Background: an optimization exercise with open tools, aiming at small area and a short achievable clock period. Do not read the settings as production practice. The RTL was checked by simulation tests, not by an equivalence proof against the original design. No activity file was given, so power comes from the tool's default toggle rates.

## v6
==> flow/design.v <==
`timescale 1ns/10ps
module mshr_entry_array #(
    parameter int n_entries = 16
) (
    input  logic                         clk,
    input  logic                         rst,
    input  logic [151:0]                 upd,
    input  logic [23:0]                  req_addr,
    input  logic [$clog2(n_entries)-1:0] mshr_i,
    input  logic [158:0]                 entry_rd,
    output logic [n_entries*159-1:0]     entries,
    output logic [n_entries-1:0]         valid,
    output logic [n_entries-1:0]         cur_oh,
    output logic [158:0]                 upd_rec
);
    localparam int idx_bits = $clog2(n_entries);
    logic         wr_addr, wr_state, wr_line, wr_tag, wr_wm;
    logic [2:0]   d_state;
    logic [11:0]  d_tag;
    logic [11:0]  d_addr;
    logic [127:0] d_line;
    logic [3:0]   d_wm;
    assign wr_addr  = upd[151];
    assign wr_state = upd[151] | upd[150];
    assign wr_line  = upd[151] | upd[149];
    assign wr_tag   = upd[151] | upd[148];
    assign wr_wm    = upd[151] | upd[147];
    assign d_state = upd[146:144];
    assign d_tag   = upd[143:132];
    assign d_addr  = req_addr[11:0];
    assign d_line  = upd[131:4];
    assign d_wm    = upd[3:0];
    assign upd_rec = {wr_state ? d_state : entry_rd[158:156],
                      wr_tag   ? d_tag   : entry_rd[155:144],
                      wr_addr  ? d_addr  : entry_rd[143:132],
                      wr_line  ? d_line  : entry_rd[131:4],
                      wr_wm    ? d_wm    : entry_rd[3:0]};
    for (genvar i = 0; i < n_entries; i++) begin : g_entry
        logic         sel;
        logic         v_q;
        logic [158:0] rec_q;
        assign sel = (mshr_i == idx_bits'(i));
        always_ff @(posedge clk or negedge rst) begin
            if (!rst) begin
                v_q <= 1'b0;
            end else if (sel) begin
                v_q <= 1'b1;
            end
        end
        always_ff @(posedge clk) begin
            if (sel) rec_q <= upd_rec;
        end
        assign valid[i]  = v_q;
        assign cur_oh[i] = sel;
        assign entries[i*159 +: 159] = rec_q;
    end
endmodule
`timescale 1ns/10ps
module mshr_search #(
    parameter int n_entries = 16
) (
    input  logic                         clk,
    input  logic                         rst,
    input  logic [1:0]                   op,
    input  logic [23:0]                  req_addr,
    input  logic [1:0]                   fwd_msg,
    input  logic [n_entries*159-1:0]     entries,
    input  logic [n_entries-1:0]         valid,
    input  logic [n_entries-1:0]         cur_oh,
    output logic [n_entries-1:0]         next_oh,
    output logic [$clog2(n_entries)-1:0] mshr_i,
    output logic                         mshr_hit,
    output logic [11:0]                  flag_cmd
);
    localparam int idx_bits = $clog2(n_entries);
    logic [n_entries-1:0] live, set_eq, match, is1, m_oh, f_oh;
    for (genvar g = 0; g < n_entries; g++) begin : g_cmp
        logic [2:0]  st;
        assign st        = entries[g*159+156 +: 3];
        assign live[g]   = valid[g] && (st != 3'd0);
        assign is1[g]    = (st == 3'd1);
        assign set_eq[g] = (entries[g*159+136 +: 8] == req_addr[11:4]);
        assign match[g]  = live[g] && set_eq[g] &&
                           (entries[g*159+144 +: 12] == req_addr[23:12]);
    end
    function automatic logic [3:0] hi_idx(input logic [15:0] v);
        logic h3, h2, h1, h0;
        logic [7:0] a;
        logic [3:0] b;
        logic [1:0] c;
        h3 = |v[15:8];
        a  = h3 ? v[15:8] : v[7:0];
        h2 = |a[7:4];
        b  = h2 ? a[7:4] : a[3:0];
        h1 = |b[3:2];
        c  = h1 ? b[3:2] : b[1:0];
        h0 = c[1];
        hi_idx = {h3, h2, h1, h0};
    endfunction
    function automatic logic [15:0] hi_oh(input logic [15:0] v);
        logic above;
        above = 1'b0;
        for (int k = 15; k >= 0; k--) begin
            hi_oh[k] = v[k] && !above;
            above    = above || v[k];
        end
    endfunction
    logic [3:0] m_idx, f_idx;
    logic       any_match, any_set, win_is1, stall;
    assign m_idx     = hi_idx(match);
    assign f_idx     = hi_idx(~live);
    assign m_oh      = hi_oh(match);
    assign f_oh      = (&live) ? 16'h0001 : hi_oh(~live);
    assign any_match = |match;
    assign any_set   = |(live & set_eq);
    assign win_is1   = |(m_oh & is1);
    assign stall     = any_match && !(fwd_msg == 2'd0 && win_is1);
    always_comb begin
        flag_cmd = '0;
        case (op)
            2'd2: begin
                flag_cmd[11] = any_set;
                flag_cmd[10] = !any_set;
            end
            2'd3: begin
                flag_cmd[9]   = stall;
                flag_cmd[8]   = !stall;
                flag_cmd[7:0] = 8'(m_idx);
            end
            default: ;
        endcase
    end
    always_comb begin
        case (op)
            2'd0:    next_oh = cur_oh;
            2'd2:    next_oh = f_oh;
            default: next_oh = any_match ? m_oh : 16'h0001;
        endcase
    end
    always_ff @(posedge clk or negedge rst) begin
        if (!rst) begin
            mshr_i   <= '0;
            mshr_hit <= 1'b0;
        end else if (op != 2'd0) begin
            mshr_i   <= (op == 2'd2) ? f_idx : m_idx;
            mshr_hit <= (op != 2'd2) && any_match;
        end
    end
endmodule
`timescale 1ns/10ps
module mshr_stall_flags #(
    parameter int n_entries = 16
) (
    input  logic                         clk,
    input  logic                         rst,
    input  logic [11:0]                  flag_cmd,
    output logic                         set_conflict,
    output logic                         fwd_stall,
    output logic [$clog2(n_entries)-1:0] fwd_stall_entry
);
    localparam int idx_bits = $clog2(n_entries);
    always_ff @(posedge clk or negedge rst) begin
        if (!rst) begin
            set_conflict <= 1'b0;
        end else if (flag_cmd[11]) begin
            set_conflict <= 1'b1;
        end else if (flag_cmd[10]) begin
            set_conflict <= 1'b0;
        end
    end
    always_ff @(posedge clk or negedge rst) begin
        if (!rst) begin
            fwd_stall <= 1'b0;
        end else if (flag_cmd[9]) begin
            fwd_stall <= 1'b1;
        end else if (flag_cmd[8]) begin
            fwd_stall <= 1'b0;
        end
    end
    always_ff @(posedge clk or negedge rst) begin
        if (!rst) begin
            fwd_stall_entry <= '0;
        end else if (flag_cmd[9]) begin
            fwd_stall_entry <= flag_cmd[idx_bits-1:0];
        end
    end
endmodule
`timescale 1ns/10ps
module l2_mshr #(
    parameter int n_entries = 16
) (
    input  logic                         clk,
    input  logic                         rst,
    input  logic [1:0]                   op,
    input  logic [23:0]                  req_addr,
    input  logic [1:0]                   fwd_msg,
    input  logic [151:0]                 upd,
    output logic                         mshr_hit,
    output logic [$clog2(n_entries)-1:0] mshr_i,
    output logic [158:0]                 entry_rd,
    output logic                         set_conflict,
    output logic                         fwd_stall,
    output logic [$clog2(n_entries)-1:0] fwd_stall_entry
);
    logic [n_entries*159-1:0] entries;
    logic [n_entries-1:0]     valid;
    logic [n_entries-1:0]     cur_oh, next_oh;
    logic [11:0]              flag_cmd;
    logic [158:0]             upd_rec, rd_next;
    mshr_entry_array #(
        .n_entries (n_entries)
    ) u_array (
        .clk      (clk),
        .rst      (rst),
        .upd      (upd),
        .req_addr (req_addr),
        .mshr_i   (mshr_i),
        .entry_rd (entry_rd),
        .entries  (entries),
        .valid    (valid),
        .cur_oh   (cur_oh),
        .upd_rec  (upd_rec)
    );
    mshr_search #(
        .n_entries (n_entries)
    ) u_search (
        .clk      (clk),
        .rst      (rst),
        .op       (op),
        .req_addr (req_addr),
        .fwd_msg  (fwd_msg),
        .entries  (entries),
        .valid    (valid),
        .cur_oh   (cur_oh),
        .next_oh  (next_oh),
        .mshr_i   (mshr_i),
        .mshr_hit (mshr_hit),
        .flag_cmd (flag_cmd)
    );
    mshr_stall_flags #(
        .n_entries (n_entries)
    ) u_flags (
        .clk             (clk),
        .rst             (rst),
        .flag_cmd        (flag_cmd),
        .set_conflict    (set_conflict),
        .fwd_stall       (fwd_stall),
        .fwd_stall_entry (fwd_stall_entry)
    );
    always_comb begin
        logic same;
        same    = |(next_oh & cur_oh);
        rd_next = upd_rec & {159{same}};
        for (int i = 0; i < n_entries; i++) begin
            rd_next = rd_next |
                      (entries[i*159 +: 159] &
                       {159{next_oh[i] && valid[i] && !cur_oh[i]}});
        end
    end
    always_ff @(posedge clk or negedge rst) begin
        if (!rst) begin
            entry_rd <= '0;
        end else begin
            entry_rd <= rd_next;
        end
    end
endmodule
clock: 4.4 ns
lec_check: 0
cap_margin: 20
core_margin: 2
core_utilization: 40
setup_slack_margin: 1.6
slew_margin: 20
run.sh (not shown) runs the stock make flow with config.mk's settings and CLKGATE_MAP_FILE= SYNTH_SCRIPT=/design/flow/synth_recipe.tcl, a recipe that flattens the netlist after the stock synthesis.
Changes in v7 relative to v6:
--- a/flow/design.v
+++ b/flow/design.v
@@ -7,12 +7,13 @@
     input  logic [151:0]                 upd,
     input  logic [23:0]                  req_addr,
     input  logic [$clog2(n_entries)-1:0] mshr_i,
     input  logic [158:0]                 entry_rd,
     output logic [n_entries*159-1:0]     entries,
     output logic [n_entries-1:0]         valid,
+    output logic [n_entries-1:0]         live,
     output logic [n_entries-1:0]         cur_oh,
     output logic [158:0]                 upd_rec
 );
     localparam int idx_bits = $clog2(n_entries);
     logic         wr_addr, wr_state, wr_line, wr_tag, wr_wm;
     logic [2:0]   d_state;
@@ -35,25 +36,34 @@
                       wr_addr  ? d_addr  : entry_rd[143:132],
                       wr_line  ? d_line  : entry_rd[131:4],
                       wr_wm    ? d_wm    : entry_rd[3:0]};
     for (genvar i = 0; i < n_entries; i++) begin : g_entry
         logic         sel;
         logic         v_q;
+        logic         live_q;
         logic [158:0] rec_q;
         assign sel = (mshr_i == idx_bits'(i));
         always_ff @(posedge clk or negedge rst) begin
             if (!rst) begin
                 v_q <= 1'b0;
             end else if (sel) begin
                 v_q <= 1'b1;
             end
         end
+        always_ff @(posedge clk or negedge rst) begin
+            if (!rst) begin
+                live_q <= 1'b0;
+            end else if (sel) begin
+                live_q <= |upd_rec[158:156];
+            end
+        end
         always_ff @(posedge clk) begin
             if (sel) rec_q <= upd_rec;
         end
         assign valid[i]  = v_q;
+        assign live[i]   = live_q;
         assign cur_oh[i] = sel;
         assign entries[i*159 +: 159] = rec_q;
     end
 endmodule
 `timescale 1ns/10ps
 module mshr_search #(
@@ -62,25 +72,24 @@
     input  logic                         clk,
     input  logic                         rst,
     input  logic [1:0]                   op,
     input  logic [23:0]                  req_addr,
     input  logic [1:0]                   fwd_msg,
     input  logic [n_entries*159-1:0]     entries,
-    input  logic [n_entries-1:0]         valid,
+    input  logic [n_entries-1:0]         live,
     input  logic [n_entries-1:0]         cur_oh,
     output logic [n_entries-1:0]         next_oh,
     output logic [$clog2(n_entries)-1:0] mshr_i,
     output logic                         mshr_hit,
     output logic [11:0]                  flag_cmd
 );
     localparam int idx_bits = $clog2(n_entries);
-    logic [n_entries-1:0] live, set_eq, match, is1, m_oh, f_oh;
+    logic [n_entries-1:0] set_eq, match, is1, m_oh, f_oh;
     for (genvar g = 0; g < n_entries; g++) begin : g_cmp
         logic [2:0]  st;
         assign st        = entries[g*159+156 +: 3];
-        assign live[g]   = valid[g] && (st != 3'd0);
         assign is1[g]    = (st == 3'd1);
         assign set_eq[g] = (entries[g*159+136 +: 8] == req_addr[11:4]);
         assign match[g]  = live[g] && set_eq[g] &&
                            (entries[g*159+144 +: 12] == req_addr[23:12]);
     end
     function automatic logic [3:0] hi_idx(input logic [15:0] v);
@@ -200,13 +209,13 @@
     output logic [158:0]                 entry_rd,
     output logic                         set_conflict,
     output logic                         fwd_stall,
     output logic [$clog2(n_entries)-1:0] fwd_stall_entry
 );
     logic [n_entries*159-1:0] entries;
-    logic [n_entries-1:0]     valid;
+    logic [n_entries-1:0]     valid, live;
     logic [n_entries-1:0]     cur_oh, next_oh;
     logic [11:0]              flag_cmd;
     logic [158:0]             upd_rec, rd_next;
     mshr_entry_array #(
         .n_entries (n_entries)
     ) u_array (
@@ -215,25 +224,26 @@
         .upd      (upd),
         .req_addr (req_addr),
         .mshr_i   (mshr_i),
         .entry_rd (entry_rd),
         .entries  (entries),
         .valid    (valid),
+        .live     (live),
         .cur_oh   (cur_oh),
         .upd_rec  (upd_rec)
     );
     mshr_search #(
         .n_entries (n_entries)
     ) u_search (
         .clk      (clk),
         .rst      (rst),
         .op       (op),
         .req_addr (req_addr),
         .fwd_msg  (fwd_msg),
         .entries  (entries),
-        .valid    (valid),
+        .live     (live),
         .cur_oh   (cur_oh),
         .next_oh  (next_oh),
         .mshr_i   (mshr_i),
         .mshr_hit (mshr_hit),
         .flag_cmd (flag_cmd)
     );
Results
- Per the final summary, v6 finished and its layout is clean on timing, DRC and antenna.
- No stage failed in v7, and the final checks on the layout all came back clean.
- Diff v6 -> v7 | power | up by more than 10%
- [compare] base=v6 new=v7: number of nets at the end of the flow went up by about 1.6%; endpoint required time on the critical path went up by 30 ps.
- On die area, the higher figure sits with v7, not v6.
- Looking at v6 and v7, the largest clock skew in the final design is a wash.
- v7 gives less timing-limited maximum frequency than v6 did.
- From v6 to v7 the numbers moved as follows: worst hold slack after final layout saw a decrease; critical path depth went up; number of rows created at floorplan saw little to no change; instance count of the mapped netlist increased by 3.7% relative to the old numbers.
- Sort v6 and v7 by proportion of layout cells with a drive suffix above 1 desc -> top: v6

==> re-timing with driven ports <==
In the flow no input, the clock included, has a driving cell. The finished layouts below were timed again as built, in two steps.
Step 1 assumes that a clkbuf_16 drives the clock port and a buf_2 every other input.
Step 2 adds t to the input delays and takes it off the output delays; t is the mean of the earliest and latest rising clock arrival at the registers after step 1. Input paths then give back, and output paths get back, about the clock's delay inside the block.
Slacks: ideal / step 1 / step 2; pairs: ideal / step 1.
run | t, ns | slack for setup (ns) | clock arrival spread, ns | worst register clock-pin slew, ns | worst data-port slew with drivers (ns)
v6 | 1.030 | 0.657 / 0.657 / -0.284 | 0.080 / 0.081 | 0.08 / 0.08 | 0.10
v7 | 1.039 | 0.397 / 0.429 / -0.581 | 0.078 / 0.078 | 0.07 / 0.07 | 0.08
With both steps, setup timing fails in v6 and v7, where it was met with ideal ports. For v7, which loses most, drivers alone change the setup slack by +0.032 ns; drivers and shift together by -0.978 ns.
